Source: an optimization exercise on an open RTL-to-GDS flow (aim: a short achievable clock period and few clock cycles per item). Production flows keep margins and buffers that such runs may drop. Where RTL was checked, it was by simulation tests only, not by an equivalence proof against the original. The RTL of runs 1 to 3 was laid out without a check of its function. No run shown here takes its clock network from TritonCTS; it comes from the design's own scripts or RTL. The flow treats the clock pin as an ideal source. Dropping or thinning the clock tree relies on that and would not hold on a real chip. Power is estimated from default activity; no workload was simulated.

--- flow/flow/myct.tcl ---
# Rebuild the clock tree as two balanced levels of clock buffers or inverters
# (two inverter levels keep the clock's polarity).
# The clock port drives NL1 first-level cells; each of those drives a group of
# leaf cells, each leaf drives a cluster of flip-flops found by recursive
# bisection of their placed positions.

set ct_nl1   [expr {[info exists ::env(MYCT_NL1)] ? $::env(MYCT_NL1) : 4}]
set ct_nleaf [expr {[info exists ::env(MYCT_NLEAF)] ? $::env(MYCT_NLEAF) : 16}]
set ct_l1cell   [expr {[info exists ::env(MYCT_L1CELL)] ? $::env(MYCT_L1CELL) : "sky130_fd_sc_hd__clkbuf_16"}]
set ct_leafcell [expr {[info exists ::env(MYCT_LEAFCELL)] ? $::env(MYCT_LEAFCELL) : "sky130_fd_sc_hd__clkbuf_16"}]

set db    [ord::get_db]
set block [ord::get_db_block]
set clk   [$block findNet clk]

# collect the sinks behind the existing tree and the tree's buffers
set sinks {}
set bufs {}
set nets {}
set todo [list $clk]
while {[llength $todo]} {
  set net [lindex $todo 0]
  set todo [lrange $todo 1 end]
  foreach it [$net getITerms] {
    if {![$it isInputSignal]} { continue }
    set inst [$it getInst]
    set mname [[$inst getMaster] getName]
    if {[string match "*clkbuf*" $mname] || [string match "*clkinv*" $mname] || [string match "sky130_fd_sc_hd__buf_*" $mname] && [string match "clk*" [$inst getName]]} {
      lappend bufs $inst
      foreach o [$inst getITerms] {
        if {[$o isOutputSignal] && [$o getNet] ne "NULL"} {
          lappend nets [$o getNet]
          lappend todo [$o getNet]
        }
      }
    } else {
      lappend sinks $it
    }
  }
}
puts "myct: [llength $sinks] sinks, removing [llength $bufs] buffers"
# dummy loads the tree synthesis added for balance go with the tree
set ffs {}
set loads {}
foreach it $sinks {
  set inst [$it getInst]
  set mname [[$inst getMaster] getName]
  if {[string match "clkload*" [$inst getName]]} {
    lappend loads $inst
  } elseif {[string match "*df*" $mname]} {
    lappend ffs $it
  } else {
    error "myct: unexpected clock sink $mname [$inst getName]"
  }
}
set sinks $ffs
puts "myct: [llength $sinks] flip-flops, removing [llength $loads] dummy loads"
foreach it $sinks { $it disconnect }
foreach l $loads { odb::dbInst_destroy $l }
foreach b $bufs { odb::dbInst_destroy $b }
foreach n $nets { odb::dbNet_destroy $n }

proc outpin {inst} {
  foreach it [$inst getITerms] {
    if {[$it isOutputSignal]} { return $it }
  }
  error "myct: no output on [$inst getName]"
}

# Output flip-flops: the strongest drive of their cell type, and placed by
# their port's output buffer (legalized below).
proc pull_output_flops {} {
  set db [ord::get_db]
  set block [ord::get_db_block]
  set n 0
  foreach bt [$block getBTerms] {
    if {[$bt getIoType] ne "OUTPUT"} { continue }
    set net [$bt getNet]
    if {$net eq "NULL"} { continue }
    set buf ""
    foreach it [$net getITerms] { if {[$it isOutputSignal]} { set buf [$it getInst] } }
    if {$buf eq ""} { continue }
    set in ""
    foreach it [$buf getITerms] { if {[$it isInputSignal]} { set in [$it getNet] } }
    if {$in eq "" || $in eq "NULL"} { continue }
    set ff ""
    foreach it [$in getITerms] { if {[$it isOutputSignal]} { set ff [$it getInst] } }
    if {$ff eq ""} { continue }
    set mname [[$ff getMaster] getName]
    if {![regexp {^(sky130_fd_sc_hd__dfxtp)_\d+$} $mname -> base]} { continue }
    set big [$db findMaster "${base}_4"]
    if {$big ne "NULL" && $big ne [$ff getMaster]} { $ff swapMaster $big }
    set loc [$buf getLocation]
    $ff setLocation [lindex $loc 0] [lindex $loc 1]
    incr n
  }
  puts "myct: pulled $n output flip-flops to their output buffers"
}

proc sink_xy {it} {
  set bb [[$it getInst] getBBox]
  return [list [expr {([$bb xMin] + [$bb xMax]) / 2}] [expr {([$bb yMin] + [$bb yMax]) / 2}]]
}

# split items (list of {x y payload}) into n groups of near equal size
proc bisect {items n} {
  if {$n <= 1} { return [list $items] }
  set xs {}; set ys {}
  foreach i $items { lappend xs [lindex $i 0]; lappend ys [lindex $i 1] }
  set w [expr {[tcl::mathfunc::max {*}$xs] - [tcl::mathfunc::min {*}$xs]}]
  set h [expr {[tcl::mathfunc::max {*}$ys] - [tcl::mathfunc::min {*}$ys]}]
  set k [expr {$w >= $h ? 0 : 1}]
  set sorted [lsort -integer -index $k $items]
  set n1 [expr {$n / 2}]
  set cut [expr {int(round(double([llength $sorted]) * $n1 / $n))}]
  return [concat [bisect [lrange $sorted 0 [expr {$cut - 1}]] $n1] \
                 [bisect [lrange $sorted $cut end] [expr {$n - $n1}]]]
}

proc centroid {items} {
  set sx 0; set sy 0
  foreach i $items { incr sx [lindex $i 0]; incr sy [lindex $i 1] }
  set n [llength $items]
  return [list [expr {$sx / $n}] [expr {$sy / $n}]]
}

proc place_at {inst xy} {
  set m [$inst getMaster]
  set x [expr {[lindex $xy 0] - [$m getWidth] / 2}]
  set y [expr {[lindex $xy 1] - [$m getHeight] / 2}]
  $inst setLocation $x $y
  $inst setPlacementStatus PLACED
}

if {[info exists ::env(MYCT_PULL)] && $::env(MYCT_PULL)} { pull_output_flops }

set items {}
foreach it $sinks { lappend items [concat [sink_xy $it] [list $it]] }

set l1m   [$db findMaster $ct_l1cell]
set leafm [$db findMaster $ct_leafcell]
set per_l1 [expr {$ct_nleaf / $ct_nl1}]

set gi 0
set li 0
foreach grp [bisect $items $ct_nl1] {
  set l1 [odb::dbInst_create $block $l1m "myct_l1_$gi"]
  set l1net [odb::dbNet_create $block "myct_l1net_$gi"]
  $l1net setSigType CLOCK
  [$l1 findITerm A] connect $clk
  [outpin $l1] connect $l1net
  set leafxy {}
  foreach cl [bisect $grp $per_l1] {
    set lf [odb::dbInst_create $block $leafm "myct_leaf_$li"]
    set lfnet [odb::dbNet_create $block "myct_leafnet_$li"]
    $lfnet setSigType CLOCK
    [$lf findITerm A] connect $l1net
    [outpin $lf] connect $lfnet
    foreach i $cl { [lindex $i 2] connect $lfnet }
    set c [centroid $cl]
    place_at $lf $c
    lappend leafxy $c
    incr li
  }
  place_at $l1 [centroid $leafxy]
  incr gi
}
puts "myct: built $gi first-level and $li leaf buffers"

detailed_placement
estimate_parasitics -placement
report_clock_skew
report_clock_min_period
repair_timing_helper
detailed_placement
check_placement -verbose
report_clock_skew
report_worst_slack -max
report_worst_slack -min
report_clock_latency
report_check_types -max_slew -max_capacitance -violators
set ct_worst 0
foreach p [get_pins -of_objects [get_nets myct_leafnet_*]] {
  if {[get_property $p direction] ne "input"} { continue }
  set sl [get_property $p slew_max]
  if {$sl > $ct_worst} { set ct_worst $sl }
}
puts "myct: worst flip-flop clock slew $ct_worst"
--- flow/flow/run.sh ---
#!/bin/bash
# Standard layout, except that the clock tree built by the CTS step is replaced
# by a two-level balanced tree of clock inverters (flow/myct.tcl, run as the
# CTS step's post hook). Two inverter levels keep the clock's polarity.
set -euo pipefail
export MYCT_NL1=4
export MYCT_NLEAF=28
export MYCT_L1CELL=sky130_fd_sc_hd__clkinv_16
export MYCT_LEAFCELL=sky130_fd_sc_hd__clkinv_8
export POST_CTS_TCL="$PWD/flow/myct.tcl"
bash standard.sh finish > standard.log 2>&1
--- flow/standard.sh ---
#!/bin/bash
# synth_recipe.tcl (not shown) runs the flow's synth.tcl, then flattens the netlist and writes it again
# the make line also repeats each setting of config.mk as NAME=value (left out here)
make -C /OpenROAD-flow-scripts/flow DESIGN_CONFIG=/design/flow/config.mk WORK_HOME=/design/flow/orfs CLKGATE_MAP_FILE= SYNTH_SCRIPT=/design/flow/synth_recipe.tcl "${@:-finish}"
--- flow/design.v ---
`default_nettype none
package pcie_ingress_pkg;
  localparam int BUF_ADDR_W = 11;
  localparam logic [4:0] TYPE_MWR = 5'b00000;
  localparam logic [4:0] TYPE_CPL = 5'b01010;
  localparam logic [1:0] M_HDR   = 2'd0;
  localparam logic [1:0] M_MWR   = 2'd1;
  localparam logic [1:0] M_CPL   = 2'd2;
  localparam logic [1:0] M_DRAIN = 2'd3;
endpackage
`default_nettype wire
`default_nettype none
module ingress_fifo (
  input  wire         clk,
  input  wire         rst,
  input  wire         i_push,
  input  wire [32:0]  i_beat,
  output logic        o_valid,
  output logic [31:0] o_data,
  output logic        o_last,
  output logic        o_credit_return
);
  always_ff @(posedge clk) begin
    if (rst) o_credit_return <= 1'b0;
    else     o_credit_return <= i_push;
  end
  always_ff @(posedge clk) begin
    o_valid <= i_push;
    o_data <= i_beat[32:1];
    o_last <= i_beat[0];
  end
endmodule
`default_nettype wire
`default_nettype none
module tlp_router (
  input  wire         clk,
  input  wire         rst,
  input  wire         i_valid,
  input  wire [31:0]  i_data,
  input  wire         i_last,
  output logic        o_ev,         
  output logic [31:0] o_data,       
  output logic [31:0] o_addr,       
  output logic        o_cpl_we,     
  output logic        o_cpl_first,
  output logic        o_cpl_last,
  output logic [7:0]  o_tag,
  output logic [11:0] o_byte_cnt,
  output logic [9:0]  o_dw_cnt,
  output logic [4:0]  o_lower_dw
);
  logic [1:0] mode;
  logic [1:0] hs;
  logic       first;
  logic       is4;
  logic       is_mwr;
  logic       is_cpld;
  logic       hdr_end;
  assign hdr_end = (hs == 2'd3) || (hs == 2'd2 && !is4);
  always_ff @(posedge clk) begin
    if (rst) begin
      mode        <= pcie_ingress_pkg::M_HDR;
      hs          <= 2'd0;
      first       <= 1'b0;
      o_ev        <= 1'b0;
      o_cpl_we    <= 1'b0;
      o_cpl_last  <= 1'b0;
    end else begin
      o_ev       <= i_valid && (mode == pcie_ingress_pkg::M_MWR) && first;
      o_cpl_we   <= i_valid && (mode == pcie_ingress_pkg::M_CPL);
      o_cpl_last <= i_valid && (mode == pcie_ingress_pkg::M_CPL) && i_last;
      if (i_valid) begin
        if (mode == pcie_ingress_pkg::M_HDR) begin
          if (i_last) begin
            hs <= 2'd0;
          end else if (hdr_end) begin
            hs    <= 2'd0;
            first <= 1'b1;
            mode  <= is_mwr  ? pcie_ingress_pkg::M_MWR :
                     is_cpld ? pcie_ingress_pkg::M_CPL : pcie_ingress_pkg::M_DRAIN;
          end else begin
            hs <= hs + 2'd1;
          end
        end else begin
          first <= 1'b0;
          if (i_last) mode <= pcie_ingress_pkg::M_HDR;
        end
      end
    end
  end
  always_ff @(posedge clk) begin
    o_data      <= i_data;
    o_cpl_first <= first;
    if (i_valid && mode == pcie_ingress_pkg::M_HDR) begin
      if (hs == 2'd0) begin
        is4      <= i_data[29];
        is_mwr   <= (i_data[28:24] == pcie_ingress_pkg::TYPE_MWR) && i_data[30];
        is_cpld  <= (i_data[28:24] == pcie_ingress_pkg::TYPE_CPL) && (i_data[30:29] == 2'b10);
        o_dw_cnt <= i_data[9:0];
      end
      if (hs == 2'd1) o_byte_cnt <= i_data[11:0];
      if (hs == 2'd2) begin
        o_tag      <= i_data[15:8];
        o_lower_dw <= i_data[6:2];
      end
      if (hs[1]) o_addr <= i_data;
    end
  end
endmodule
`default_nettype wire
`default_nettype none
module ctrl_reg_decoder (
  input  wire          clk,
  input  wire          rst,
  input  wire [31:0]   i_control_addr_base,
  input  wire          i_ev,
  input  wire [31:0]   i_data,
  input  wire [31:0]   i_addr,
  output logic [225:0] o_regs,
  output logic         o_reg_write_stb,
  output logic         o_update_buf_stb,
  output logic [38:0]  o_cmd
);
  logic [31:0] base_q;
  logic [29:0] nb;
  logic [8:0]  nbl;       
  always_ff @(posedge clk) begin
    base_q <= i_control_addr_base;
    nbl    <= {1'b0, ~base_q[9:2]} + 9'(base_q[1:0] == 2'b00);
  end
  assign nb = ~base_q[31:2];
  logic [29:0] a;
  logic [21:0] ux;
  logic [21:0] uo;
  logic [21:1] ue;
  logic [7:0]  g1;
  logic [7:0]  p1;
  logic        k1;
  logic [2:0]  t1;
  logic        x1;
  assign a  = i_addr[31:2];
  assign ux = a[29:8] ^ nb[29:8];
  assign uo = a[29:8] | nb[29:8];
  assign ue = ~(ux[21:1] ^ uo[20:0]);
  always_ff @(posedge clk) begin
    g1 <= a[7:0] & nbl[7:0];
    p1 <= a[7:0] ^ nbl[7:0];
    k1 <= nbl[8];
    t1 <= {&ue[21:15], &ue[14:8], &ue[7:1]};
    x1 <= ux[0];
  end
  logic [8:0] cy;
  logic [7:0] s2;
  logic       c2;
  logic [2:0] t2;
  logic       x2;
  logic [7:0] gk1, pk1, gk2, pk2, gk3;
  always_comb begin
    for (int i = 0; i < 8; i++) begin
      gk1[i] = (i >= 1) ? g1[i]  | (p1[i]  & g1[i - 1])  : g1[i];
      pk1[i] = (i >= 1) ? p1[i]  & p1[i - 1]             : p1[i];
    end
    for (int i = 0; i < 8; i++) begin
      gk2[i] = (i >= 2) ? gk1[i] | (pk1[i] & gk1[i - 2]) : gk1[i];
      pk2[i] = (i >= 2) ? pk1[i] & pk1[i - 2]            : pk1[i];
    end
    for (int i = 0; i < 8; i++) begin
      gk3[i] = (i >= 4) ? gk2[i] | (pk2[i] & gk2[i - 4]) : gk2[i];
    end
    cy = {gk3, 1'b0};
  end
  always_ff @(posedge clk) begin
    s2 <= p1 ^ cy[7:0];
    c2 <= cy[8] | k1;
    t2 <= t1;
    x2 <= x1;
  end
  logic       up_zero;
  logic       setup3;     
  logic       lowreg3;    
  logic       cmdwin3;    
  logic [3:0] s3;
  assign up_zero = (&t2) && (x2 == c2);
  always_ff @(posedge clk) begin
    setup3  <= up_zero && !s2[7];
    lowreg3 <= up_zero && (s2[7:3] == 5'd0);
    cmdwin3 <= up_zero && (s2[7:4] == 4'h8) && (s2[3:0] <= 4'd10);
    s3      <= s2[3:0];
  end
  logic        ev3;
  logic        ev3b;
  logic [31:0] data3;
  always_ff @(posedge clk) begin
    if (rst) begin
      ev3  <= 1'b0;
      ev3b <= 1'b0;
    end else begin
      ev3  <= i_ev;
      ev3b <= ev3;
    end
    if (i_ev) data3 <= i_data;
  end
  logic        rws4;
  logic        ubs4;
  logic        cmd4;
  logic [7:0]  en4;
  logic [1:0]  ubv4;
  logic [2:0]  kind4;
  logic [1:0]  sel4;
  logic        fifo4;
  logic [2:0]  dkind;
  logic [1:0]  dsel;
  logic        dfifo;
  always_comb begin
    dkind = 3'd5;
    dsel  = 2'd0;
    dfifo = 1'b0;
    if (cmdwin3) begin
      case (s3)
        4'd0:    begin dkind = 3'd0; dsel = 2'd0; dfifo = 1'b0; end
        4'd1:    begin dkind = 3'd1; dsel = 2'd1; dfifo = 1'b0; end
        4'd2:    begin dkind = 3'd1; dsel = 2'd1; dfifo = 1'b1; end
        4'd3:    begin dkind = 3'd2; dsel = 2'd1; dfifo = 1'b0; end
        4'd4:    begin dkind = 3'd2; dsel = 2'd1; dfifo = 1'b1; end
        4'd5:    begin dkind = 3'd1; dsel = 2'd2; dfifo = 1'b0; end
        4'd6:    begin dkind = 3'd2; dsel = 2'd2; dfifo = 1'b0; end
        4'd7:    begin dkind = 3'd1; dsel = 2'd3; dfifo = 1'b0; end
        4'd8:    begin dkind = 3'd2; dsel = 2'd3; dfifo = 1'b0; end
        4'd9:    begin dkind = 3'd3; dsel = 2'd0; dfifo = 1'b0; end
        4'd10:   begin dkind = 3'd4; dsel = 2'd0; dfifo = 1'b0; end
        default: ;
      endcase
    end
  end
  always_ff @(posedge clk) begin
    if (rst) begin
      rws4 <= 1'b0;
      ubs4 <= 1'b0;
      cmd4 <= 1'b0;
      en4  <= 8'd0;
    end else begin
      rws4 <= ev3b && setup3;
      cmd4 <= ev3b && !setup3;
      ubs4 <= ev3b && (!setup3 || (lowreg3 && s3[2:0] == 3'd1));
      for (int k = 0; k < 8; k++) en4[k] <= ev3b && lowreg3 && (s3[2:0] == 3'(k));
    end
    ubv4  <= setup3 ? data3[1:0] : 2'b00;
    kind4 <= dkind;
    sel4  <= dsel;
    fifo4 <= dfifo;
  end
  logic        cmd_stb;
  logic [2:0]  cmd_kind;
  logic [1:0]  cmd_sel;
  logic        cmd_fifo;
  logic [31:0] cmd_data;
  always_ff @(posedge clk) begin
    if (rst) begin
      o_regs           <= '0;
      o_reg_write_stb  <= 1'b0;
      o_update_buf_stb <= 1'b0;
      cmd_stb          <= 1'b0;
    end else begin
      o_reg_write_stb  <= rws4;
      o_update_buf_stb <= ubs4;
      cmd_stb          <= cmd4;
      if (en4[0]) o_regs[225:194] <= data3;
      if (en4[2]) o_regs[193:162] <= data3;
      if (en4[3]) o_regs[161:130] <= data3;
      if (en4[4]) o_regs[129:98]  <= data3;
      if (en4[5]) o_regs[97:66]   <= data3;
      if (en4[6]) o_regs[65:34]   <= data3;
      if (en4[7]) o_regs[33:2]    <= data3;
      if (ubs4)   o_regs[1:0]     <= ubv4;
    end
  end
  always_ff @(posedge clk) begin
    cmd_kind <= kind4;
    cmd_sel  <= sel4;
    cmd_fifo <= fifo4;
    cmd_data <= data3;
  end
  assign o_cmd = {cmd_stb, cmd_kind, cmd_sel, cmd_fifo, cmd_data};
endmodule
`default_nettype wire
`default_nettype none
module cpl_buffer_writer (
  input  wire         clk,
  input  wire         rst,
  input  wire         i_we,
  input  wire         i_first,
  input  wire         i_last,
  input  wire [31:0]  i_data,
  input  wire [7:0]   i_tag,
  input  wire [11:0]  i_byte_cnt,
  input  wire [9:0]   i_dw_cnt,
  input  wire [4:0]   i_lower_dw,
  input  wire [10:0]  i_buf_offset,
  output logic [43:0] o_buf,
  output logic [30:0] o_cplt
);
  logic [10:0] off_q;
  logic [5:0]  off_hi1;
  logic [4:0]  g, p, gk1, pk1, gk2, pk2, gk3;
  logic [5:0]  cy;
  logic [4:0]  lo;
  logic [10:0] start;
  always_comb begin
    g = off_q[4:0] & i_lower_dw;
    p = off_q[4:0] ^ i_lower_dw;
    for (int i = 0; i < 5; i++) begin
      gk1[i] = (i >= 1) ? g[i]   | (p[i]   & g[i - 1])   : g[i];
      pk1[i] = (i >= 1) ? p[i]   & p[i - 1]              : p[i];
    end
    for (int i = 0; i < 5; i++) begin
      gk2[i] = (i >= 2) ? gk1[i] | (pk1[i] & gk1[i - 2]) : gk1[i];
      pk2[i] = (i >= 2) ? pk1[i] & pk1[i - 2]            : pk1[i];
    end
    for (int i = 0; i < 5; i++) begin
      gk3[i] = (i >= 4) ? gk2[i] | (pk2[i] & gk2[i - 4]) : gk2[i];
    end
    cy = {gk3, 1'b0};
    lo = p ^ cy[4:0];
  end
  always_ff @(posedge clk) begin
    off_q   <= i_buf_offset;
    off_hi1 <= off_q[10:5] + 6'd1;
    start   <= {cy[5] ? off_hi1 : off_q[10:5], lo};
  end
  logic        we;
  logic [10:0] addr;
  logic [10:0] last_addr;    
  logic [10:0] next_addr;
  logic [10:0] ones;         
  logic [31:0] data;
  logic        cplt_stb;
  logic [7:0]  tag;
  logic [11:0] byte_cnt;
  logic [9:0]  dw_cnt;
  always_comb begin
    for (int i = 0; i < 11; i++) ones[i] = &(last_addr | ~11'((1 << i) - 1));
    next_addr = i_first ? start : (last_addr ^ ones);
  end
  always_ff @(posedge clk) begin
    if (rst) begin
      we       <= 1'b0;
      cplt_stb <= 1'b0;
    end else begin
      we       <= i_we;
      cplt_stb <= i_we && i_last;
    end
  end
  always_ff @(posedge clk) begin
    data     <= i_data;
    tag      <= i_tag;
    byte_cnt <= i_byte_cnt;
    dw_cnt   <= i_dw_cnt;
    addr     <= next_addr;
    if (i_we) last_addr <= next_addr;
  end
  assign o_buf  = {we, addr, data};
  assign o_cplt = {cplt_stb, tag, byte_cnt, dw_cnt};
endmodule
`default_nettype wire
`default_nettype none
module pcie_ingress_top (
  input  wire                                    clk,
  input  wire                                    rst,
  input  wire                                    i_beat_valid,
  input  wire [32:0]                             i_beat,
  input  wire [31:0]                             i_control_addr_base,
  input  wire [pcie_ingress_pkg::BUF_ADDR_W-1:0] i_buf_offset,
  output logic                                   o_credit_return,
  output logic [225:0]                           o_regs,
  output logic                                   o_reg_write_stb,
  output logic                                   o_update_buf_stb,
  output logic [38:0]                            o_cmd,
  output logic [43:0]                            o_buf,
  output logic [30:0]                            o_cplt
);
  logic        b_valid;
  logic [31:0] b_data;
  logic        b_last;
  logic        ev;
  logic [31:0] r_data;
  logic [31:0] r_addr;
  logic        cpl_we;
  logic        cpl_first;
  logic        cpl_last;
  logic [7:0]  tag;
  logic [11:0] byte_cnt;
  logic [9:0]  dw_cnt;
  logic [4:0]  lower_dw;
  ingress_fifo u_fifo (
    .clk             (clk),
    .rst             (rst),
    .i_push          (i_beat_valid),
    .i_beat          (i_beat),
    .o_valid         (b_valid),
    .o_data          (b_data),
    .o_last          (b_last),
    .o_credit_return (o_credit_return)
  );
  tlp_router u_router (
    .clk         (clk),
    .rst         (rst),
    .i_valid     (b_valid),
    .i_data      (b_data),
    .i_last      (b_last),
    .o_ev        (ev),
    .o_data      (r_data),
    .o_addr      (r_addr),
    .o_cpl_we    (cpl_we),
    .o_cpl_first (cpl_first),
    .o_cpl_last  (cpl_last),
    .o_tag       (tag),
    .o_byte_cnt  (byte_cnt),
    .o_dw_cnt    (dw_cnt),
    .o_lower_dw  (lower_dw)
  );
  ctrl_reg_decoder u_reg_dec (
    .clk                 (clk),
    .rst                 (rst),
    .i_control_addr_base (i_control_addr_base),
    .i_ev                (ev),
    .i_data              (r_data),
    .i_addr              (r_addr),
    .o_regs              (o_regs),
    .o_reg_write_stb     (o_reg_write_stb),
    .o_update_buf_stb    (o_update_buf_stb),
    .o_cmd               (o_cmd)
  );
  cpl_buffer_writer u_cpl_wr (
    .clk          (clk),
    .rst          (rst),
    .i_we         (cpl_we),
    .i_first      (cpl_first),
    .i_last       (cpl_last),
    .i_data       (r_data),
    .i_tag        (tag),
    .i_byte_cnt   (byte_cnt),
    .i_dw_cnt     (dw_cnt),
    .i_lower_dw   (lower_dw),
    .i_buf_offset (i_buf_offset),
    .o_buf        (o_buf),
    .o_cplt       (o_cplt)
  );
endmodule
`default_nettype wire
--- flow/config.mk ---
export PLATFORM = sky130hd
export DESIGN_NAME = pcie_ingress_top
export DESIGN_NICKNAME = pcie_ingress_top
export VERILOG_FILES = /design/flow/design.v
export SDC_FILE = /design/flow/constraint.sdc
export NUM_CORES = 4
export LEC_CHECK = 0
export CAP_MARGIN = 20
export CORE_AREA = 5 5 205 205
export CTS_CLUSTER_DIAMETER = 60
export CTS_CLUSTER_SIZE = 30
export DIE_AREA = 0 0 210 210
export SETUP_SLACK_MARGIN = 3.5
export SLEW_MARGIN = 20
--- flow/constraint.sdc ---
create_clock -name core_clock -period 5.0 [get_ports {clk}]
set_input_delay 1.0000 -clock core_clock [delete_from_list [all_inputs] [get_ports {clk}]]
set_output_delay 1.0000 -clock core_clock [all_outputs]
set_load 0.01 [all_outputs]
==> results by group, run 1 <==
Clocking
  • Later-pin clock latency in the skew report: 0.23 ns
  • Number of clock sinks: between 600 and 700
  • Clock transition at the registers of the reported paths: 0.09 ns

Layout
  • Fraction of layout cells with a size suffix above 1: between 40% and 50%
  • Post-layout nets: slightly above 2k
  • Area growth syn-to-layout: 33.0%
  • Number of standard cells in the layout, taps in and fillers out: around 2.4k

Global routing
  • GR Util All Layers: a little under a quarter
  • First-pass GRT wire length: 76.3 mm
  • Vias in the first global route: around 12k
  • Met2 usage in global routing: between 30% and 40%
  • Largest net degree at the start of global routing: 60
  • Global-route track usage on met3: 5.21%
  • Met1 Usage GRT: about 29%
  • Gr busiest metal: met2
  • Congestion Overflow GR: 0
  • Initial antenna violation count: 10

Route
  • Detailed-route wire length per cell: between 20 and 25 microns
  • Routed vias: about 12k
  • Antenna-violating nets left: 0
  • Initial DRC Count: about 520
  • DR DRC count: 0
  • Ratio of routed vias to standard cells: between 4 and 5
  • Wirelength, routed: 52.2 mm
  • Number of detailed-route iterations in the first pass: 5

Critical path
  • Max FO, Critical Path: 1
  • Slowest cell on the critical path: dfxtp_4
  • Data arrival time at the worst-slack endpoint: around 0.72 ns
  • Worst setup path category: reg -> out
  • Sort of element at the start of the critical path: flip-flop
  • Category of cells accounting for the largest share of critical-path delay: flip-flops
  • Data required, critical path: 4.00 ns
  • Combined buffer and inverter count along the critical path: 1
  • Kind of capture point of the worst setup path: primary output
  • Delay contributed by the slowest stage of the critical path: ~0.37 ns
  • Worst-path cell chain: buf_6

Synth
  • Part of the Yosys area used for sequential elements: between 70% and 80%
  • Post-synth ARST share: 0%
  • Total of warnings raised by yosys: 4
  • Most numerous cell types in the synthesized netlist: 548 x dfxtp_1, 244 x nor2_1, 227 x mux2i_1, 111 x edfxtp_1, 48 x buf_2
  • Dominant register cell in the synthesized netlist: dfxtp_1
  • Library cell with the highest instance count after synthesis: dfxtp_1
  • Main area contributors after synthesis: dfxtp_1 55%, edfxtp_1 17%, mux2i_1 11%
  • Cell count after synthesis: approximately 1.5k
  • Number of enable flip-flop cells after synthesis: roughly 110
  • Share of the synthesized area in the top cell type: between 50 and 60%
  • FF+latch count, synth: 659
  • Unique masters post-synth: 48
  • Area of the mapped netlist: 19,900 sq um
  • Most area-hungry cell type in the Yosys netlist: dfxtp_1
  • Syn Area/Cell: about 14 sq um
  • Net count of the mapped netlist: around 1.6k

Place
  • Placed Instances: ~2.4k
  • Gpl congestion: 0.801
  • Port Buf Inserts: 421
  • Detailed Place HPWL: between 30 and 40 mm

STA
  • Layout Skew: between 0.015 and 0.02 ns
  • Setup-violating endpoint count in the final report: 0
  • Achievable frequency: 581 MHz
  • Total Negative Setup Slacks: 0 ns
  • RSZ-0062 raised after global routing: yes
  • Fin crit period: between 1.5 and 2 ns
  • Max-Slew Margin vs Limit: 50.9%
  • Final Hold Viols: 0
  • Transition time of the tightest slew-check pin: ~0.74 ns
  • Ratio of final minimum period to clock period: 34.4%
  • Number of pins with negative max-slew slack in the final report: 0

Power
  • Cell Int Power: ~6 mW
  • Power density over cell area: approximately 300 nW/um^2
  • Sequential share of power: approximately 70%
  • Part of the total power dissipated in combinational logic: roughly 4%
  • Clock network fraction of total power: about a quarter
  • Power dissipated by switching net loads: about 2.0 mW
  • Share of total power consumed by net switching: approximately a quarter
  • Leak Pwr: around 10 nW
  • Peak supply drop: about 0.00026 V

Die
  • Total Die Area: between 40,000 and 50,000 sq um
  • # rows: between 70 and 80
  • Core Region: just under 40,000 sq um
  • Starting Density: between 50 and 60%
  • Die outline height: around 210 microns
  • Horizontal die dimension: between 200 and 250 microns
  • Number of top-level pins: 422

Outcome
  • Outcome: no timing/DRC/antenna violations

Run
  • # Max-Cap Violations: 0

Worst hold path
  • Worst hold path type: reg -> reg
## registers in the layout, indices dropped and copies added, names as in the netlist, 9 cells and up
| register | count |
|---|---|
| u_cpl_wr.dw_cnt | 10 |
| u_cpl_wr.byte_cnt | 12 |
| u_fifo.o_data | 32 |
| u_router.o_byte_cnt | 12 |
| u_reg_dec.nbl | 9 |
| u_reg_dec.base_q | 32 |
| u_cpl_wr.off_q | 11 |
| u_router.o_dw_cnt | 10 |
| u_cpl_wr.addr | 11 |
| u_cpl_wr.start | 11 |
| u_router.o_data | 32 |
| u_cpl_wr.last_addr | 11 |
| u_reg_dec.data3 | 32 |
| u_router.o_addr | 30 |
| u_cpl_wr.data | 32 |
| u_reg_dec.o_regs | 226 |
| u_reg_dec.cmd_data | 32 |
## power by group through the flow
stage / clock network (mW) / logic, mW / registers [mW]
finish: 2.03 / 0.325 / 5.59
global route: 2.30 / 0.354 / 5.61
detailed placement: 0 / 0.285 / 5.71
global placement: 0 / 0.283 / 5.70
floorplan: 0 / 0.146 / 5.69
## layout make-up
| class | instances | area, sq um |
|---|---|---|
| fillers | 2925 | 13100 |
| flip-flops and latches | 659 | 14700 |
| multi-input cells | 712 | 5350 |
| diodes | 6 | 15.0 |
| inverters | 70 | 718 |
| repair buffers | 474 | 5040 |
| well taps | 525 | 657 |
## routing by layer
layer | routed length, microns | vias up
met5 | 61 | -
met4 | 1410 | 8
met3 | 3290 | 77
met2 | 25600 | 359
met1 | 21800 | 5831
li1 | - | 5807
## kinds of logic (layout without fill, tap and decap cells)
kind of cell,count (synthesis),count (layout),share of synthesized area (%)
AND/OR/NAND/NOR,332,333,7.29
flip-flops,659,659,71.7
AO/OA/AOI/OAI,52,52,1.78
other,0,6,0
buffers and inverters,104,544,2.33
XOR/XNOR,42,42,1.84
adder cells (fa/ha/maj),47,47,2.99
multiplexers,238,238,12.0
## through the flow
stage          power [mW]  hold WS (ns)  instance area [sq um]  setup WS [ns]  utilization [%]
5_1_grt              8.26         0.327                  26500           3.26             66.9
6_report             7.94         0.322                  26500           3.28             66.9
3_5_place_dp         5.99         0.312                  24600           2.46             62.0
3_3_place_gp         5.99         0.313                  24600           2.53             62.0
2_1_floorplan        5.84         0.310                  20100           3.38                -
## layout by cell type (no fill, tap or decap), types with 3 or more instances in the layout
cell type and n:
edfxtp_1 111, buf_16 4, buf_6 319, nand3_1 10, o21ai_0 4, a21o_1 6
ha_2 3, a32o_1 5, dfxtp_4 7, a21oi_1 17, xnor2_1 24, inv_1 37
o211ai_1 6, nand2b_1 3, diode_2 6, or3_1 3, nor2_4 4, clkinv_16 4
ha_4 3, nand4_1 10, and2_1 12, dfxtp_1 221, nor2_1 242, mux2_2 11
clkinv_8 28, clkdlybuf4s50_1 77, nand2_1 10, buf_2 29, xor2_1 18, clkbuf_16 4
nor3_1 5, ha_1 40, buf_4 39, dfxtp_2 320, and3_4 3, mux2i_1 227
nor2b_1 9
## final timing paths
kind | slack (ns) | start | cells past startpoint | endpoint
worst min register to register | 0.32 | u_reg_dec.kind4[1] | 0 | u_reg_dec.cmd_kind[1]
worst max register to register | 3.53 | u_reg_dec.base_q[0] | 6 | u_reg_dec.nbl[7]
worst max-delay path | 3.28 | u_cpl_wr.data[23] | 1 | o_buf[23]
worst min-delay path | 0.32 | u_reg_dec.kind4[1] | 0 | u_reg_dec.cmd_kind[1]
==> inputs of run 2 (changes only) <==
--- a/flow/flow/run.sh
+++ b/flow/flow/run.sh
@@ -4,7 +4,7 @@
 # CTS step's post hook). Two inverter levels keep the clock's polarity.
 set -euo pipefail
 export MYCT_NL1=4
-export MYCT_NLEAF=28
+export MYCT_NLEAF=24
 export MYCT_L1CELL=sky130_fd_sc_hd__clkinv_16
 export MYCT_LEAFCELL=sky130_fd_sc_hd__clkinv_8
 export POST_CTS_TCL="$PWD/flow/myct.tcl"
--- a/flow/config.mk
+++ b/flow/config.mk
@@ -6,9 +6,9 @@
 export NUM_CORES = 4
 export LEC_CHECK = 0
 export CAP_MARGIN = 20
-export CORE_AREA = 5 5 205 205
+export CORE_AREA = 5 5 225 225
 export CTS_CLUSTER_DIAMETER = 60
 export CTS_CLUSTER_SIZE = 30
-export DIE_AREA = 0 0 210 210
+export DIE_AREA = 0 0 230 230
 export SETUP_SLACK_MARGIN = 3.5
 export SLEW_MARGIN = 20
==> run 2 against run 1 <==
Effect of this change: core utilization decreased by 11 points; cell count increased by 3.7%; worst setup slack improved by 0.010 ns; via count up 0.20%; sequential power hardly changed; first-iteration DRC count rose by 12%; synthesized cell count did not move; sequential cell count unchanged; hold slack better by 0.010 ns; critical path type unchanged; highest routed layer is now met4.
==> results by group, run 2 <==
Outcome
  • Outcome: no timing/DRC/antenna violations

Clocking
  • Later-pin clock latency in the skew report: between 0.2 and 0.25 ns
  • Clock transition at the registers of the reported paths: about 0.10 ns
  • Number of clock sinks: around 660

STA
  • Fin crit period: ~1.7 ns
  • Max-Slew Margin vs Limit: 48.5%
  • Number of pins with negative max-slew slack in the final report: 0
  • Final Hold Viols: 0
  • Post-route worst setup slack: approximately 3.3 ns
  • RSZ-0062 raised after global routing: yes
  • Worst hold slack: approximately 0.33 ns
  • Achievable frequency: around 600 MHz
  • Ratio of final minimum period to clock period: between 30 and 40%
  • Total Negative Setup Slacks: 0 ns
  • Setup-violating endpoint count in the final report: 0
  • Layout Skew: roughly 0.026 ns
  • Transition time of the tightest slew-check pin: approximately 0.77 ns

Critical path
  • Worst setup path category: reg -> out
  • Data required, critical path: about 4 ns
  • Data arrival time at the worst-slack endpoint: 0.71 ns
  • Max FO, Critical Path: 2
  • Worst-path cell chain: buf_6
  • Combined buffer and inverter count along the critical path: 1
  • Sort of element at the start of the critical path: flip-flop
  • Delay contributed by the slowest stage of the critical path: 0.38 ns
  • Category of cells accounting for the largest share of critical-path delay: flip-flops
  • Slowest cell on the critical path: dfxtp_2
  • Kind of capture point of the worst setup path: primary output

Place
  • Detailed Place HPWL: between 30 and 40 mm
  • Setup slack at placement: around 2.3 ns
  • Placed Instances: 2,454
  • Gpl congestion: between 0.8 and 0.9
  • Placed inst area: 24,700 sq um
  • Port Buf Inserts: around 420

Synth
  • Share of the synthesized area in the top cell type: between 50% and 60%
  • Net count of the mapped netlist: about 1.6k
  • Post-synth ARST share: 0%
  • FF+latch count, synth: around 660
  • Most area-hungry cell type in the Yosys netlist: dfxtp_1
  • Syn Area/Cell: about 14 sq um
  • Main area contributors after synthesis: dfxtp_1 55%, edfxtp_1 17%, mux2i_1 11%
  • Library cell with the highest instance count after synthesis: dfxtp_1
  • Unique masters post-synth: 48
  • Cell count after synthesis: between 1k and 1.5k
  • Number of enable flip-flop cells after synthesis: 111
  • Dominant register cell in the synthesized netlist: dfxtp_1
  • Most numerous cell types in the synthesized netlist: 548 x dfxtp_1, 244 x nor2_1, 227 x mux2i_1, 111 x edfxtp_1, 48 x buf_2
  • Part of the Yosys area used for sequential elements: a little under three quarters
  • Area of the mapped netlist: 19,900 sq um
  • Total of warnings raised by yosys: 4

Die
  • Total Die Area: 52,900 sq um
  • Horizontal die dimension: around 230 microns
  • Core Region: approximately 48,000 sq um
  • Die outline height: about 230 microns
  • # rows: 80
  • Number of top-level pins: about 420
  • Starting Density: between 40% and 50%

Layout
  • Total non-filler cell area in the finished layout: 26,600 sq um
  • Post-route core utilization: between 50% and 60%
  • Fraction of layout cells with a size suffix above 1: between 40 and 50%
  • Area growth syn-to-layout: 33.2%
  • Reg with most FFs: u_reg_dec.o_regs
  • Commonest non-fill, non-tap cell in the layout: dfxtp_2
  • Top library cells by usage in the layout, fill and taps aside: 317 x dfxtp_2, 314 x buf_6, 242 x nor2_1
  • Number of standard cells in the layout, taps in and fillers out: ~2.5k
  • Final-layout fill cell count: between 3k and 4k
  • Area occupied by registers: approximately 15,000 sq um
  • Post-layout nets: a little over 2k
  • Area of the multi-input gates: 5350 sq um
  • Max reg flops: between 200 and 250

Worst hold path
  • Worst hold path type: reg -> reg

Global routing
  • GR Util All Layers: between 10% and 20%
  • Initial antenna violation count: 2
  • First-pass GRT wire length: ~80 mm
  • Largest net degree at the start of global routing: 76
  • Vias in the first global route: between 10k and 15k
  • Congestion Overflow GR: 0

Power
  • Peak supply drop: ~0.00036 V
  • PnR Total Power: between 7 and 8 mW
  • Leak Pwr: 10.3 nW
  • Power density over cell area: ~300 nW/um^2

Route
  • Ratio of routed vias to standard cells: ~4.8
  • DR DRC count: 0
  • Number of detailed-route iterations in the first pass: 5
  • Antenna-violating nets left: 0
  • Wirelength, routed: 54.5 mm
  • Routed vias: approximately 12k
  • Initial DRC Count: ~580
  • Detailed-route wire length per cell: 21.5 microns

Run
  • # Max-Cap Violations: 0
-- run 2: power breakdown --
group / internal, mW / switching, mW / total [mW]
clock: 0.272 / 1.67 / 1.94
combinational: 0.172 / 0.149 / 0.320
sequential: 5.51 / 0.0776 / 5.59
-- run 2: path summary, 6_finish.rpt --
| check | start | end | slack, ns | cells past startpoint |
|---|---|---|---|---|
| worst max-delay path | u_reg_dec.o_regs[55] | o_regs[55] | 3.29 | 1 |
| worst min-delay path | u_reg_dec.nbl[8] | u_reg_dec.k1 | 0.33 | 0 |
| worst max register to register | u_reg_dec.base_q[0] | u_reg_dec.nbl[7] | 3.52 | 6 |
| worst min register to register | u_reg_dec.nbl[8] | u_reg_dec.k1 | 0.33 | 0 |
-- run 2: metal layers --
layer | vias up | GRT usage (%) | share of wire (%) | routed length, microns
met4 | 0 | 4.20 | 2.1 | 1130
met5 | - | 0 | 0 | 0
met2 | 305 | 34.3 | 49 | 26900
met3 | 55 | 4.75 | 5.9 | 3220
li1 | 5804 | - | - | -
met1 | 5942 | 25.4 | 43 | 23300
-- run 2: cell families (layout without fill, tap and decap cells) --
| group | Yosys count | after routing | share of synthesized area, % |
|---|---|---|---|
| AOI/OAI and AO/OA | 52 | 52 | 1.78 |
| buffers and inverters | 104 | 548 | 2.33 |
| muxes | 238 | 238 | 12.0 |
| and+or+nand+nor | 332 | 333 | 7.29 |
| DFF | 659 | 659 | 71.7 |
| adders and majority gates | 47 | 47 | 2.99 |
| xor gates and xnor gates | 42 | 42 | 1.84 |
| other | 0 | 2 | 0 |
-- run 2: layout make-up --
type	count	area share, %
Multi-Input combinational cell	712	20.2
Timing Repair Buffer	482	19.1
Inverter	66	2.46
Antenna cell	2	0.0188
Tap cell	615	2.90
Sequential cell	659	55.4
==> inputs of run 3 (changes only) <==
--- a/flow/flow/run.sh
+++ b/flow/flow/run.sh
@@ -4,7 +4,7 @@
 # CTS step's post hook). Two inverter levels keep the clock's polarity.
 set -euo pipefail
 export MYCT_NL1=4
-export MYCT_NLEAF=24
+export MYCT_NLEAF=28
 export MYCT_L1CELL=sky130_fd_sc_hd__clkinv_16
 export MYCT_LEAFCELL=sky130_fd_sc_hd__clkinv_8
 export POST_CTS_TCL="$PWD/flow/myct.tcl"
==> run 3 against run 2 <==
Effect of this change: critical path depth unchanged; final area increased by 0.16%; hold slack got worse by 0.0019 ns; register-to-register slack about the same; worst setup slack got worse by 0.0045 ns; power increased by 1.2%; area after synthesis unchanged; sequential share of layout area decreased by 0.089 points; synthesized cell count unchanged; combinational power about the same; core utilization increased by 0.089 points.
==> results by group, run 3 <==
Route
  • Routed vias: between 10k and 15k
  • Initial DRC Count: around 580
  • Wirelength, routed: ~55 mm
  • Ratio of routed vias to standard cells: ~4.8
  • DR DRC count: 0
  • Antenna-violating nets left: 0
  • Number of detailed-route iterations in the first pass: 4
  • Detailed-route wire length per cell: between 20 and 25 microns

Power
  • Power density over cell area: 299 nW/um^2
  • PnR Total Power: around 8.0 mW
  • Share of total power consumed by net switching: between 20% and 30%
  • Clock network fraction of total power: roughly 26%
  • Sequential share of power: 70.3%
  • Peak supply drop: 0.000238 V
  • Part of the total power dissipated in combinational logic: under 10%
  • Cell Int Power: around 6.0 mW
  • Leak Pwr: roughly 10 nW
  • Power dissipated by switching net loads: a little under 2 mW

Place
  • Port Buf Inserts: around 420
  • Setup slack at placement: around 2.3 ns
  • Gpl congestion: 0.809
  • Placed inst area: roughly 25,000 sq um
  • Detailed Place HPWL: approximately 37 mm

STA
  • Ratio of final minimum period to clock period: approximately a third
  • Total Negative Setup Slacks: 0 ns
  • Worst hold slack: about 0.33 ns
  • Final Hold Viols: 0
  • Transition time of the tightest slew-check pin: between 0.7 and 0.8 ns
  • Achievable frequency: approximately 580 MHz
  • Max-Slew Margin vs Limit: 48.8%
  • Post-route worst setup slack: 3.28 ns
  • Number of pins with negative max-slew slack in the final report: 0
  • Fin crit period: 1.72 ns
  • Setup-violating endpoint count in the final report: 0
  • Layout Skew: between 0.02 and 0.03 ns
  • RSZ-0062 raised after global routing: yes

Layout
  • Total non-filler cell area in the finished layout: 26,600 sq um
  • Top library cells by usage in the layout, fill and taps aside: 317 x dfxtp_2, 314 x buf_6, 242 x nor2_1
  • Commonest non-fill, non-tap cell in the layout: dfxtp_2
  • Max reg flops: about 230
  • Area of the multi-input gates: 5350 sq um
  • Reg with most FFs: u_reg_dec.o_regs
  • Fraction of layout cells with a size suffix above 1: between 40% and 50%
  • Area occupied by registers: between 10,000 and 15,000 sq um
  • Area growth syn-to-layout: 33.4%
  • Final-layout fill cell count: 3,988
  • Post-layout nets: around 2k

Global routing
  • Initial antenna violation count: 2
  • GR Util All Layers: a little under 20%
  • Largest net degree at the start of global routing: between 70 and 80
  • First-pass GRT wire length: between 70 and 80 mm
  • Congestion Overflow GR: 0
  • Vias in the first global route: approximately 12k

Critical path
  • Kind of capture point of the worst setup path: primary output
  • Worst setup path category: reg -> out
  • Delay contributed by the slowest stage of the critical path: approximately 0.37 ns
  • Worst-path cell chain: buf_6
  • Sort of element at the start of the critical path: flip-flop
  • Data arrival time at the worst-slack endpoint: 0.72 ns
  • Max FO, Critical Path: 2
  • Data required, critical path: 4.00 ns
  • Combined buffer and inverter count along the critical path: 1
  • Category of cells accounting for the largest share of critical-path delay: flip-flops
  • Slowest cell on the critical path: dfxtp_2

Synth
  • Most numerous cell types in the synthesized netlist: 548 x dfxtp_1, 244 x nor2_1, 227 x mux2i_1, 111 x edfxtp_1, 48 x buf_2
  • Library cell with the highest instance count after synthesis: dfxtp_1
  • Main area contributors after synthesis: dfxtp_1 55%, edfxtp_1 17%, mux2i_1 11%
  • Post-synth ARST share: 0%
  • Total of warnings raised by yosys: 4
  • Most area-hungry cell type in the Yosys netlist: dfxtp_1
  • Unique masters post-synth: 48
  • Number of enable flip-flop cells after synthesis: between 100 and 150
  • Syn Area/Cell: around 14 sq um
  • Part of the Yosys area used for sequential elements: between 70% and 80%
  • Area of the mapped netlist: between 15,000 and 20,000 sq um
  • Share of the synthesized area in the top cell type: a little under three fifths
  • Cell count after synthesis: 1,474
  • Net count of the mapped netlist: between 1.5k and 2k
  • Dominant register cell in the synthesized netlist: dfxtp_1
  • FF+latch count, synth: 659

Clocking
  • Number of clock sinks: ~660
  • Clock transition at the registers of the reported paths: 0.09 ns
  • Later-pin clock latency in the skew report: approximately 0.24 ns

Die
  • Total Die Area: between 50,000 and 60,000 sq um
  • Die outline height: about 230 microns
  • Core Region: 47,800 sq um
  • Horizontal die dimension: about 230 microns
  • Number of top-level pins: approximately 420
  • Starting Density: between 40% and 50%
  • # rows: 80

Worst hold path
  • Worst hold path type: reg -> reg

Outcome
  • Outcome: no timing/DRC/antenna violations

Run
  • # Max-Cap Violations: 0
==> run 3: cell counts after synthesis <==
No cell type changed its count.
==> run 3: metrics by stage <==
stage | cells | util, %
after floorplan | 1474 | -
after global placement | 2454 | 51.6
after detailed placement | 2454 | 51.6
after global routing | 2537 | 55.6
final | 2537 | 55.6
==> run 3: power groups by stage <==
| stage | logic (mW) | clock network, mW | registers [mW] |
|---|---|---|---|
| global placement | 0.286 | 0 | 5.70 |
| detailed placement | 0.289 | 0 | 5.71 |
| finish | 0.320 | 2.04 | 5.59 |
| floorplan | 0.146 | 0 | 5.69 |
| global route | 0.350 | 2.31 | 5.61 |
==> run 3: layout make-up <==
class                      instances  area share [%]
sequential                       659            55.3
multi-input combinational        712            20.1
antenna                            2          0.0188
inverter                          70            2.70
timing repair buffer             479            19.0
tap                              615            2.89
==> run 3: logic make-up after synthesis <==
kind of cell               share of synthesized area (%)
AOI/OAI and AO/OA                                   1.78
and+or+nand+nor                                     7.29
muxes                                               12.0
adders and majority gates                           2.99
xor gates and xnor gates                            1.84
DFF                                                 71.7
buffers and inverters                               2.33
==> run 3: path summary, 6_finish.rpt <==
path                                               to  slack, ns                  from  cells after the start
worst max-delay path                       o_regs[55]       3.28  u_reg_dec.o_regs[55]                      1
worst min-delay path            u_reg_dec.cmd_kind[0]       0.33    u_reg_dec.kind4[0]                      0
worst max register to register       u_reg_dec.nbl[7]       3.51   u_reg_dec.base_q[0]                      6
worst min register to register  u_reg_dec.cmd_kind[0]       0.33    u_reg_dec.kind4[0]                      0
==> run 3: routing by layer <==
layer | track usage, % | wire (microns) | share of wire, %
met1 | 25.2 | 23500 | 43
met2 | 34.3 | 26800 | 49
met3 | 4.74 | 3140 | 5.8
met4 | 4.69 | 1290 | 2.4
met5 | 0 | 0 | 0
==> run 3: worst reg2reg max path, delay by kind of cell (launching register included) <==
| family | cells | cell delay (ns) |
|---|---|---|
| simple gates | 4 | 0.76 |
| flops | 1 | 0.34 |
| xor+xnor | 1 | 0.15 |
| fa+ha+maj | 1 | 0.17 |
==> inputs of run 4 (changes only) <==
--- a/flow/design.v
+++ b/flow/design.v
@@ -338,7 +338,10 @@
   logic [11:0] byte_cnt;
   logic [9:0]  dw_cnt;
   always_comb begin
-    for (int i = 0; i < 11; i++) ones[i] = &(last_addr | ~11'((1 << i) - 1));
+    for (int i = 0; i < 11; i++) begin
+      ones[i] = 1'b1;
+      for (int j = 0; j < i; j++) ones[i] = ones[i] & last_addr[j];
+    end
     next_addr = i_first ? start : (last_addr ^ ones);
   end
   always_ff @(posedge clk) begin
--- a/flow/config.mk
+++ b/flow/config.mk
@@ -6,9 +6,9 @@
 export NUM_CORES = 4
 export LEC_CHECK = 0
 export CAP_MARGIN = 20
-export CORE_AREA = 5 5 225 225
+export CORE_AREA = 5 5 195 195
 export CTS_CLUSTER_DIAMETER = 60
 export CTS_CLUSTER_SIZE = 30
-export DIE_AREA = 0 0 230 230
+export DIE_AREA = 0 0 200 200
 export SETUP_SLACK_MARGIN = 3.5
 export SLEW_MARGIN = 20
==> run 4 against run 3 <==
Effect of this change: first-iteration DRC count rose by 5.7%; worst setup slack worse by 0.69 ns; die area decreased by 24%; routed wire length down 6.8%; hold slack improved by 0.00068 ns; final area rose by 0.86%; critical path depth rose by 9; highest routed layer is now met5; via count up 1.3%; area after synthesis is 0.92% higher; cell count decreased by 4.5%.
==> results by group, run 4 <==
Global routing
  • First-pass GRT wire length: 74.7 mm
  • Vias in the first global route: between 10k and 15k
  • GR Util All Layers: between 20% and 30%
  • Largest net degree at the start of global routing: 63
  • Initial antenna violation count: 9
  • Congestion Overflow GR: 0

Synth
  • Library cell with the highest instance count after synthesis: dfxtp_1
  • Syn Area/Cell: ~13 sq um
  • Most numerous cell types in the synthesized netlist: 548 x dfxtp_1, 245 x nor2_1, 228 x mux2i_1, 111 x edfxtp_1, 55 x ha_1
  • Cell count after synthesis: around 1.5k
  • Unique masters post-synth: 45
  • Share of the synthesized area in the top cell type: between 50% and 60%
  • Part of the Yosys area used for sequential elements: between 70% and 80%
  • Number of enable flip-flop cells after synthesis: between 100 and 150
  • Most area-hungry cell type in the Yosys netlist: dfxtp_1
  • Area of the mapped netlist: a little over 20,000 sq um
  • FF+latch count, synth: 659
  • Dominant register cell in the synthesized netlist: dfxtp_1
  • Net count of the mapped netlist: between 1.5k and 2k
  • Post-synth ARST share: 0%
  • Main area contributors after synthesis: dfxtp_1 55%, edfxtp_1 17%, mux2i_1 11%
  • Total of warnings raised by yosys: 4

Worst hold path
  • Worst hold path endpoint: u_reg_dec.cmd_kind[0]
  • Hold Startpoint: u_reg_dec.kind4[0]
  • Hold path depth: 0
  • Worst hold path type: reg -> reg

Route
  • Ratio of routed vias to standard cells: between 5 and 6
  • Wirelength, routed: around 51 mm
  • Number of detailed-route iterations in the first pass: 4
  • Initial DRC Count: between 600 and 700
  • Antenna-violating nets left: 0
  • DR DRC count: 0
  • Routed vias: roughly 12k
  • Detailed-route wire length per cell: roughly 21 microns

Critical path
  • Data required, critical path: around 5 ns
  • Slowest cell on the critical path: edfxtp_1
  • Max FO, Critical Path: 2
  • Combined buffer and inverter count along the critical path: 0
  • Terminus of the critical flop-to-flop path: u_cpl_wr.last_addr[9]
  • Critical R2R Launch: u_cpl_wr.last_addr[1]
  • Worst-path cell chain: ha_2 -> ha_4 -> ha_4 -> ha_4 -> ha_4 -> ha_4 -> ha_4 -> ha_4 -> ha_4 -> mux2_4
  • Data arrival time at the worst-slack endpoint: approximately 2.4 ns
  • Category of cells accounting for the largest share of critical-path delay: adder cells
  • Flop-to-flop setup slack: about 2.6 ns
  • Kind of capture point of the worst setup path: flip-flop
  • Top cell by count, worst path: ha_4
  • Worst setup path category: reg -> reg
  • Sort of element at the start of the critical path: flip-flop
  • Delay contributed by the slowest stage of the critical path: roughly 0.40 ns
  • R2R cell count: 10

STA
  • Worst hold slack: about 0.33 ns
  • Max-Slew Margin vs Limit: between 30% and 40%
  • Layout Skew: roughly 0.021 ns
  • Total Negative Setup Slacks: 0 ns
  • Number of pins with negative max-slew slack in the final report: 0
  • Final Hold Viols: 0
  • Achievable frequency: just over 400 MHz
  • RSZ-0062 raised after global routing: yes
  • Transition time of the tightest slew-check pin: between 0.9 and 1 ns
  • Setup-violating endpoint count in the final report: 0
  • Ratio of final minimum period to clock period: approximately half
  • Fin crit period: 2.41 ns

Layout
  • Area growth syn-to-layout: 33.4%
  • Max reg flops: 226
  • Reg with most FFs: u_reg_dec.o_regs
  • Commonest non-fill, non-tap cell in the layout: dfxtp_2
  • Fraction of layout cells with a size suffix above 1: between 40% and 50%
  • Post-layout nets: 2,094
  • Top library cells by usage in the layout, fill and taps aside: 324 x dfxtp_2, 320 x buf_6, 242 x nor2_1

Clocking
  • Number of clock sinks: 659
  • Later-pin clock latency in the skew report: 0.23 ns
  • Clock transition at the registers of the reported paths: around 0.080 ns

Outcome
  • Outcome: no timing/DRC/antenna violations

Die
  • Horizontal die dimension: approximately 200 microns
  • # rows: slightly below 70
  • Starting Density: between 50% and 60%
  • Total Die Area: ~40,000 sq um
  • Core Region: between 30,000 and 40,000 sq um
  • Number of top-level pins: approximately 420
  • Die outline height: approximately 200 microns

Power
  • Leak Pwr: roughly 10 nW
  • Power density over cell area: between 200 and 300 nW/um^2
  • Peak supply drop: around 0.00025 V
  • PnR Total Power: between 7 and 8 mW

Place
  • Gpl congestion: ~0.83
  • Port Buf Inserts: 421
  • Detailed Place HPWL: ~35 mm

Run
  • # Max-Cap Violations: 0
## run 4: cell count changes in the layout (fill, tap and decap cells not counted), moves of 7 or more
cell	change
buf_4	+13
dfxtp_1	-10
buf_2	-9
o21ai_0	+9
mux2_2	-8
dfxtp_2	+7
## run 4: cells by family after synthesis
logic type               count (synthesis)  synth area share [%]
AO/OA/AOI/OAI                           52                  1.57
XOR/XNOR                                43                  1.87
adder cells (fa/ha/maj)                 56                  3.52
buffers and inverters                  105                  2.33
flip-flops                             659                  71.1
multiplexers                           237                  11.8
AND/OR/NAND/NOR                        352                  7.78
## run 4: power by group
part,total (mW),internal (mW),switching [mW]
sequential,5.59,5.51,0.0781
combinational,0.319,0.173,0.146
clock,2.00,0.295,1.71
## run 4: cell type report
class,count,area [sq um]
multi-input combinational,741,5640
fill,2379,8730
timing repair buffer,488,5150
antenna,6,15.0
inverter,69,714
tap,461,577
sequential,659,14700
## run 4: metal layers
metal | routed length [microns] | track usage, % | vias up
met5 | 41 | 0 | -
met4 | 1750 | 8.58 | 6
met3 | 4270 | 7.60 | 86
met2 | 24700 | 40.8 | 360
met1 | 20200 | 30.6 | 5906
li1 | - | - | 5937
## run 4: worst register-to-register path: stages (launching register included)
cell,delay (ns)
edfxtp_1,0.40
ha_2,0.22
ha_4,0.16
ha_4,0.15
ha_4,0.15
ha_4,0.15
ha_4,0.15
ha_4,0.15
ha_4,0.15
ha_4,0.20
mux2_4,0.27
## run 4: how the worst max path moves through the flow
stage / startpoint / end / cells past startpoint
floorplan: u_cpl_wr.last_addr[0] / u_cpl_wr.last_addr[9] / 10
global placement: rst / u_reg_dec.o_regs[153] / 3
global route: u_cpl_wr.last_addr[0] / u_cpl_wr.last_addr[9] / 10
detailed placement: rst / u_reg_dec.o_regs[150] / 3
finish: u_cpl_wr.last_addr[1] / u_cpl_wr.last_addr[9] / 10
## run 4: through the flow
step | util [%] | cell area, sq um | std cells | setup slack (ns)
floorplan | - | 20600 | 1504 | 2.68
global placement | 69.8 | 24800 | 2324 | 2.49
detailed placement | 69.8 | 24800 | 2325 | 2.46
global route | 75.4 | 26800 | 2423 | 2.51
finish | 75.4 | 26800 | 2424 | 2.59
Testbench counts of run 4, summed over its fixed seeds: cycles 18,146, items 2,400.
==> inputs of run 5 (changes only) <==
--- a/flow/config.mk
+++ b/flow/config.mk
@@ -6,9 +6,9 @@
 export NUM_CORES = 4
 export LEC_CHECK = 0
 export CAP_MARGIN = 20
-export CORE_AREA = 5 5 195 195
+export CORE_AREA = 5 5 225 225
 export CTS_CLUSTER_DIAMETER = 60
 export CTS_CLUSTER_SIZE = 30
-export DIE_AREA = 0 0 200 200
+export DIE_AREA = 0 0 230 230
 export SETUP_SLACK_MARGIN = 3.5
 export SLEW_MARGIN = 20
==> run 5 against run 4 <==
Effect of this change: final area increased by 0.14%; global-route usage decreased by 5.4 points; cell count increased by 5.6%.
==> results by group, run 5 <==
Outcome
  • Outcome: no timing/DRC/antenna violations

Die
  • Starting Density: 42.1%
  • # rows: 80
  • Die outline height: 230 microns
  • Horizontal die dimension: 230 microns
  • Total Die Area: 52,900 sq um
  • Core Region: 47,800 sq um
  • Number of top-level pins: 422

Route
  • Detailed-route wire length per cell: roughly 20 microns
  • Number of detailed-route iterations in the first pass: 5
  • Antenna-violating nets left: 0
  • Ratio of routed vias to standard cells: between 4 and 5
  • Wirelength, routed: 52.4 mm
  • Initial DRC Count: between 500 and 600
  • DR DRC count: 0
  • Routed vias: between 10k and 15k

STA
  • Setup-violating endpoint count in the final report: 0
  • Fin crit period: about 2.4 ns
  • Number of pins with negative max-slew slack in the final report: 0
  • Max-Slew Margin vs Limit: a little over a third
  • Layout Skew: around 0.024 ns
  • Worst hold slack: 0.306 ns
  • RSZ-0062 raised after global routing: yes
  • Total Negative Setup Slacks: 0 ns
  • Final Hold Viols: 0
  • Achievable frequency: 417 MHz
  • Transition time of the tightest slew-check pin: 0.979 ns
  • Ratio of final minimum period to clock period: between 40% and 50%

Layout
  • Top library cells by usage in the layout, fill and taps aside: 323 x dfxtp_2, 315 x buf_6, 242 x nor2_1
  • Max reg flops: ~230
  • Fraction of layout cells with a size suffix above 1: roughly two fifths
  • Commonest non-fill, non-tap cell in the layout: dfxtp_2
  • Total non-filler cell area in the finished layout: approximately 27,000 sq um
  • Area growth syn-to-layout: 33.6%
  • Post-layout nets: roughly 2.1k
  • Reg with most FFs: u_reg_dec.o_regs

Synth
  • Unique masters post-synth: 45
  • Syn Area/Cell: about 13 sq um
  • Dominant register cell in the synthesized netlist: dfxtp_1
  • Number of enable flip-flop cells after synthesis: approximately 110
  • Total of warnings raised by yosys: 4
  • Part of the Yosys area used for sequential elements: 71.1%
  • Main area contributors after synthesis: dfxtp_1 55%, edfxtp_1 17%, mux2i_1 11%
  • Post-synth ARST share: 0%
  • Net count of the mapped netlist: between 1.5k and 2k
  • Cell count after synthesis: 1,504
  • Most numerous cell types in the synthesized netlist: 548 x dfxtp_1, 245 x nor2_1, 228 x mux2i_1, 111 x edfxtp_1, 55 x ha_1
  • Share of the synthesized area in the top cell type: around 55%
  • Library cell with the highest instance count after synthesis: dfxtp_1
  • FF+latch count, synth: around 660
  • Most area-hungry cell type in the Yosys netlist: dfxtp_1
  • Area of the mapped netlist: 20,100 sq um

Critical path
  • Worst setup path category: reg -> reg
  • Top cell by count, worst path: ha_4
  • R2R cell count: 10
  • Kind of capture point of the worst setup path: flip-flop
  • Delay contributed by the slowest stage of the critical path: ~0.4 ns
  • Data arrival time at the worst-slack endpoint: 2.38 ns
  • Terminus of the critical flop-to-flop path: u_cpl_wr.last_addr[9]
  • Data required, critical path: 4.98 ns
  • Flop-to-flop setup slack: 2.60 ns
  • Slowest cell on the critical path: edfxtp_1
  • Worst-path cell chain: ha_2 -> ha_4 -> ha_4 -> ha_4 -> ha_4 -> ha_4 -> ha_4 -> ha_4 -> ha_4 -> mux2_4
  • Critical R2R Launch: u_cpl_wr.last_addr[0]
  • Sort of element at the start of the critical path: flip-flop
  • Max FO, Critical Path: 2

Place
  • Gpl congestion: 0.804
  • Port Buf Inserts: about 420
  • Detailed Place HPWL: approximately 36 mm
  • Placed inst area: between 20,000 and 30,000 sq um

Power
  • Peak supply drop: about 0.00025 V
  • Power density over cell area: between 200 and 300 nW/um^2
  • Leak Pwr: 10.2 nW

Worst hold path
  • Hold Startpoint: u_reg_dec.kind4[2]
  • Hold path depth: 0
  • Worst hold path type: reg -> reg
  • Worst hold path endpoint: u_reg_dec.cmd_kind[2]

Global routing
  • GR Util All Layers: between 10% and 20%
  • Largest net degree at the start of global routing: slightly below 80
  • Vias in the first global route: around 12k
  • Congestion Overflow GR: 0
  • First-pass GRT wire length: between 70 and 80 mm
  • Initial antenna violation count: 4

Clocking
  • Number of clock sinks: 659
  • Clock transition at the registers of the reported paths: about 0.09 ns
  • Later-pin clock latency in the skew report: ~0.23 ns

Run
  • # Max-Cap Violations: 0
-- run 5: cell counts after synthesis --
Identical to the previous run, type by type.
-- run 5: worst max-delay path, delay by kind of cell, from the launching register on --
family	cells	cell delay [ns]
flip-flops	1	0.40
multiplexers	1	0.27
adder cells (fa/ha/maj)	9	1.47
-- run 5: per-stage QoR --
| step | power [mW] | setup WS [ns] | utilization [%] | std cells |
|---|---|---|---|---|
| 2_1_floorplan | 5.86 | 2.68 | - | 1504 |
| 3_3_place_gp | 6.00 | 2.48 | 52.3 | 2480 |
| 3_5_place_dp | 6.00 | 2.46 | 52.3 | 2480 |
| 5_1_grt | 8.31 | 2.55 | 56.2 | 2558 |
| 6_report | 7.94 | 2.60 | 56.2 | 2560 |
-- run 5: final cells by class --
type	count	area, sq um
fillers	4014	21000
flip-flops and latches	659	14700
multi-input cells	741	5650
repair buffers	473	5020
well taps	615	769
inverters	69	714
diodes	3	7.51
-- run 5: metal layers --
layer / up-vias / routed length (microns) / GRT usage (%)
li1: 5882 / - / -
met1: 5827 / 22200 / 24.4
met2: 317 / 25400 / 32.3
met3: 62 / 3650 / 5.22
met4: 6 / 1150 / 4.88
met5: - / 28 / 0
-- run 5: worst max path at each step --
stage,startpoint,to,slack [ns],cells past startpoint
finish,u_cpl_wr.last_addr[0],u_cpl_wr.last_addr[9],2.60,10
global route,u_cpl_wr.last_addr[0],u_cpl_wr.last_addr[9],2.55,10
detailed placement,rst,u_reg_dec.o_regs[53],2.46,3
global placement,rst,u_reg_dec.o_regs[65],2.48,3
floorplan,u_cpl_wr.last_addr[0],u_cpl_wr.last_addr[9],2.68,10
-- run 5: cell families (layout without fill, tap and decap cells) --
logic type      Yosys count  in the layout  share of synthesized area (%)
compound gates           52             52                           1.57
xor+xnor                 43             43                           1.87
fa+ha+maj                56             56                           3.52
buf+inv                 105            542                           2.33
flops                   659            659                           71.1
mux                     237            237                           11.8
other cells               0              3                              0
simple gates            352            353                           7.78
-- run 5: where the power goes --
part	internal, mW	switching [mW]	leakage [nW]
clock network	0.296	1.73	0.239
registers	5.51	0.0790	5.65
logic	0.172	0.148	4.36

[re-timing with driven ports]
No port has a modelled driver above. Below, the same layouts with a new extraction and two added sets of constraints. Step 1 sets driving cells, clkbuf_16 on the clock port and buf_2 on the other inputs (assumed; they add their load-dependent delay and slew). Step 2 adds t to the input delays and takes it off the output delays; t is the mean of the earliest and latest rising clock arrival at the registers after step 1. Input paths then give back, and output paths get back, about the clock's delay inside the block. Slacks: ideal ports / drivers / drivers and shift; pairs: ideal ports / drivers.
run	t, ns	setup slack, ns	worst register clock-pin slew, ns	worst slew at a driven data input, ns
run 1	0.467	3.278 / 3.034 / 3.043	0.09 / 0.09	0.23
run 2	0.463	3.288 / 3.043 / 3.057	0.11 / 0.11	0.23
run 3	0.471	3.283 / 3.038 / 3.035	0.09 / 0.09	0.25
run 4	0.464	2.591 / 2.590 / 2.590	0.09 / 0.10	0.28
run 5	0.462	2.605 / 2.604 / 2.604	0.09 / 0.10	0.36
After both steps setup and hold are still met in every run listed. For run 3, which loses most, drivers alone change the setup slack by -0.245 ns; drivers and shift together by -0.248 ns.
